Background: an optimization exercise with open tools, aiming at small area, a short achievable clock period and few clock cycles. Do not read the settings as production practice. In this exercise RTL edits were held to simulation tests only and were not proved equivalent to the original. No activity file was given, so power comes from the tool's default toggle rates.

run A:
==> flow/design.v (excerpt) <==
module signed_gadget_decompose (
	input  logic        clk,
	input  logic        arst_n,
	input  logic        cfg_valid,
	output logic        cfg_ready,
	input  logic [3:0]  cfg_index,
	input  logic [7:0]  cfg_data,
	input  logic        coef_valid,
	output logic        coef_ready,
	input  logic [31:0] coef_coefficient,
	output logic        result_valid,
	input  logic        result_ready,
	output logic signed [15:0] result_digit,
	output logic [2:0]  result_level_index,
	output logic        result_last
);
For scale: roughly 770 cells after synthesis, ~45 flip-flops, ~72 I/O pins, roughly 5800 sq um of cells after synthesis.
==> flow/config.mk <==
export PLATFORM = sky130hd
export DESIGN_NAME = signed_gadget_decompose
export DESIGN_NICKNAME = signed_gadget_decompose
export VERILOG_FILES = /design/flow/design.v
export SDC_FILE = /design/flow/constraint.sdc
export NUM_CORES = 4
export LEC_CHECK = 0
export ABC_CLOCK_PERIOD_IN_PS = 3500
export CAP_MARGIN = 20
export CORE_MARGIN = 2
export CORE_UTILIZATION = 60
export PLACE_DENSITY = 0.72
export SETUP_SLACK_MARGIN = 3.7
export SLEW_MARGIN = 20
export TNS_END_PERCENT = 20
==> flow/constraint.sdc <==
create_clock -name core_clock -period 7.0 [get_ports {clk}]
set_input_delay 1.4000 -clock core_clock [delete_from_list [all_inputs] [get_ports {clk}]]
set_output_delay 1.4000 -clock core_clock [all_outputs]
set_load 0.01 [all_outputs]
standard.sh (not shown) runs the stock make flow with config.mk's settings and CLKGATE_MAP_FILE= SYNTH_SCRIPT=/design/flow/synth_recipe.tcl, a recipe that flattens the netlist after the stock synthesis.
==> flow/flow/run.sh <==
#!/bin/bash
set -euo pipefail
cd "$(dirname "$0")/.."
export BUFFER_PORTS_ARGS="-buffer_cell sky130_fd_sc_hd__buf_1"
bash standard.sh > standard_make.log 2>&1
Run A went all the way through synthesis, placement and routing and the layout is clean on timing, DRC and antenna.
Testbench counts of run A, summed over its fixed seeds: cycles 12,728.
## Diff of input files: run B against run A
Settings: CORE_UTILIZATION: 60 -> 50; SETUP_SLACK_MARGIN: 3.7 -> 3.3; TNS_END_PERCENT: 20 -> 5; PLACE_DENSITY: 0.72 -> 0.65.
Notes after the runs:
Against run A as the reference, run B delivers a higher count of filler cells inserted in the layout. Of run B and run A, the run reporting the higher total placed instance area was run A. Reported for run B and run A, sequential share of the synthesized area turned out identical to the last digit. From run A to run B the numbers moved as follows: maximum clock frequency now sits at about the same level; time the worst path needs with I/O delays and setup -0.0090 ns; clock-buffer cell count rose by 1; register-to-register slack lower; number of vias per cell -about 8%. Route | run B vs run A | wire shorter in run B. In run B, the multi-input combinational area share came out 3.6 points above the value in run A.
The inputs of run C differ from those of run B as listed below.
Settings: SETUP_SLACK_MARGIN changed from 3.3 to 3.5; TNS_END_PERCENT changed from 5 to 20.
==> run summary <==
The power dissipated in sequential cells on run C is in line with that on run B. Side by side, clock network contribution to total cell area turned out lower in run C than in run B. Run B has a lower summed area of non-filler cells in the final layout than run C. Critical path depth | run C below run B. Min number of buffer and inverter stages on the critical path across run B and run C: run B. Routed wire length (run C / run B): 1.08.
### run C -> run D
==> flow/run.sh (new file) <==
#!/bin/bash
# synth_recipe.tcl (not shown) runs the flow's synth.tcl, then flattens the netlist and writes it again
# the make line also repeats each setting of config.mk as NAME=value (left out here)
make -C /OpenROAD-flow-scripts/flow DESIGN_CONFIG=/design/flow/config.mk WORK_HOME=/design/flow/orfs CLKGATE_MAP_FILE= SYNTH_SCRIPT=/design/flow/synth_recipe.tcl finish
removed: flow/flow/run.sh
removed: flow/standard.sh
## What came out
The max-slew headroom at the worst pin of run D is higher than that of run C.
Delta (run D minus run C): number of H-tree levels shows no meaningful change, final area has increased, number of register bits inferred by synthesis roughly the same.
Taking run C as the reference point, the post-layout minimum cycle time of run D rises by 0.16 ns.
Run D reports a lower number of buffers and inverters on the critical path than run C does.
Reported combinational group power: run D vs run C up about 3%
Taking run C as the reference point, the clock share of power of run D falls by 0.3 points.

--- another note on this design; it stands on its own ---

Design signed_gadget_decompose, start of the top module:
module signed_gadget_decompose (
	input  logic        clk,
	input  logic        arst_n,
	input  logic        cfg_valid,
	output logic        cfg_ready,
	input  logic [3:0]  cfg_index,
	input  logic [7:0]  cfg_data,
	input  logic        coef_valid,
	output logic        coef_ready,
	input  logic [31:0] coef_coefficient,
	output logic        result_valid,
	input  logic        result_ready,
	output logic signed [15:0] result_digit,
	output logic [2:0]  result_level_index,
	output logic        result_last
);
Size: roughly 650 cells after synthesis, roughly 45 flip-flops.
==> flow/config.mk <==
export PLATFORM = sky130hd
export DESIGN_NAME = signed_gadget_decompose
export DESIGN_NICKNAME = signed_gadget_decompose
export VERILOG_FILES = /design/flow/design.v
export SDC_FILE = /design/flow/constraint.sdc
export NUM_CORES = 4
export LEC_CHECK = 0
export ABC_CLOCK_PERIOD_IN_PS = 3500
export CAP_MARGIN = 20
export CORE_MARGIN = 2
export CORE_UTILIZATION = 50
export PLACE_DENSITY = 0.65
export SETUP_SLACK_MARGIN = 2.9
export SLEW_MARGIN = 20
export TNS_END_PERCENT = 0
==> flow/constraint.sdc <==
create_clock -name core_clock -period 7.0 [get_ports {clk}]
set_input_delay 1.4000 -clock core_clock [delete_from_list [all_inputs] [get_ports {clk}]]
set_output_delay 1.4000 -clock core_clock [all_outputs]
set_load 0.01 [all_outputs]
standard.sh (not shown) runs the stock make flow with config.mk's settings and CLKGATE_MAP_FILE= SYNTH_SCRIPT=/design/flow/synth_recipe.tcl, a recipe that flattens the netlist after the stock synthesis.
==> flow/flow/run.sh <==
#!/bin/bash
set -euo pipefail
cd "$(dirname "$0")/.."
export BUFFER_PORTS_ARGS="-buffer_cell sky130_fd_sc_hd__buf_1"
bash standard.sh > standard_make.log 2>&1
Testbench counts at the start, summed over its fixed seeds: cycles 12,728.
Next try:
- SETUP_SLACK_MARGIN: 2.9 -> 3.2
Routed wire length goes up by 2.6%.
Cell count goes up by 0.61%.
Power goes up by 3.1%.
Die area is unchanged.
Maximum frequency goes up by 7.8%.
Clock power hardly moves.
Worst hold slack is about the same.
Synthesized cell count is unchanged.
Final area goes up by 3.5%.
Register-to-register slack gets better by 0.31 ns.
Next try:
- CORE_UTILIZATION: 50 -> 40
- PLACE_DENSITY: 0.65 -> 0.6
- SETUP_SLACK_MARGIN: 3.2 -> 3.5
=> Wire length rises by 10%; via count rises by 2.6%; global-route usage falls by 2.1 points; register-to-register slack gains 0.05 ns; worst setup slack stays flat; clock-buffer cell count falls by 3; clock skew falls by 0.0069 ns.

## port drivers added, routing unchanged
Ports are ideal in the flow. The routed layouts listed here were re-timed in OpenROAD. Step 1 (the two cells are an assumption about what drives the block):
set clk [get_ports {clk}]
set_driving_cell -lib_cell sky130_fd_sc_hd__clkbuf_16 $clk
set_driving_cell -lib_cell sky130_fd_sc_hd__buf_2 [delete_from_list [all_inputs] $clk]
Step 2 also shifts input and output timing later by t, the mid clock arrival at the registers, as if the neighbouring blocks saw the same clock. Three values: ideal ports, drivers, drivers and shift; two values: the first two.
run	shift t [ns]	setup slack, ns	worst slew at a driven data input, ns
run A	0.346	3.311 / 3.276 / 3.317	0.04
run B	0.328	3.320 / 3.308 / 3.261	0.04
run C	0.332	3.487 / 3.450 / 3.281	0.04
run D	0.316	3.328 / 3.305 / 3.023	0.04
the first run of note 2	0.333	2.988 / 2.988 / 2.988	0.04
the second run of note 2	0.334	3.279 / 3.247 / 3.187	0.04
the third run of note 2	0.327	3.278 / 3.243 / 3.214	0.04
After both steps every run listed still meets setup and hold. For run D, which loses most, drivers alone change the setup slack by -0.023 ns; drivers and shift together by -0.305 ns.
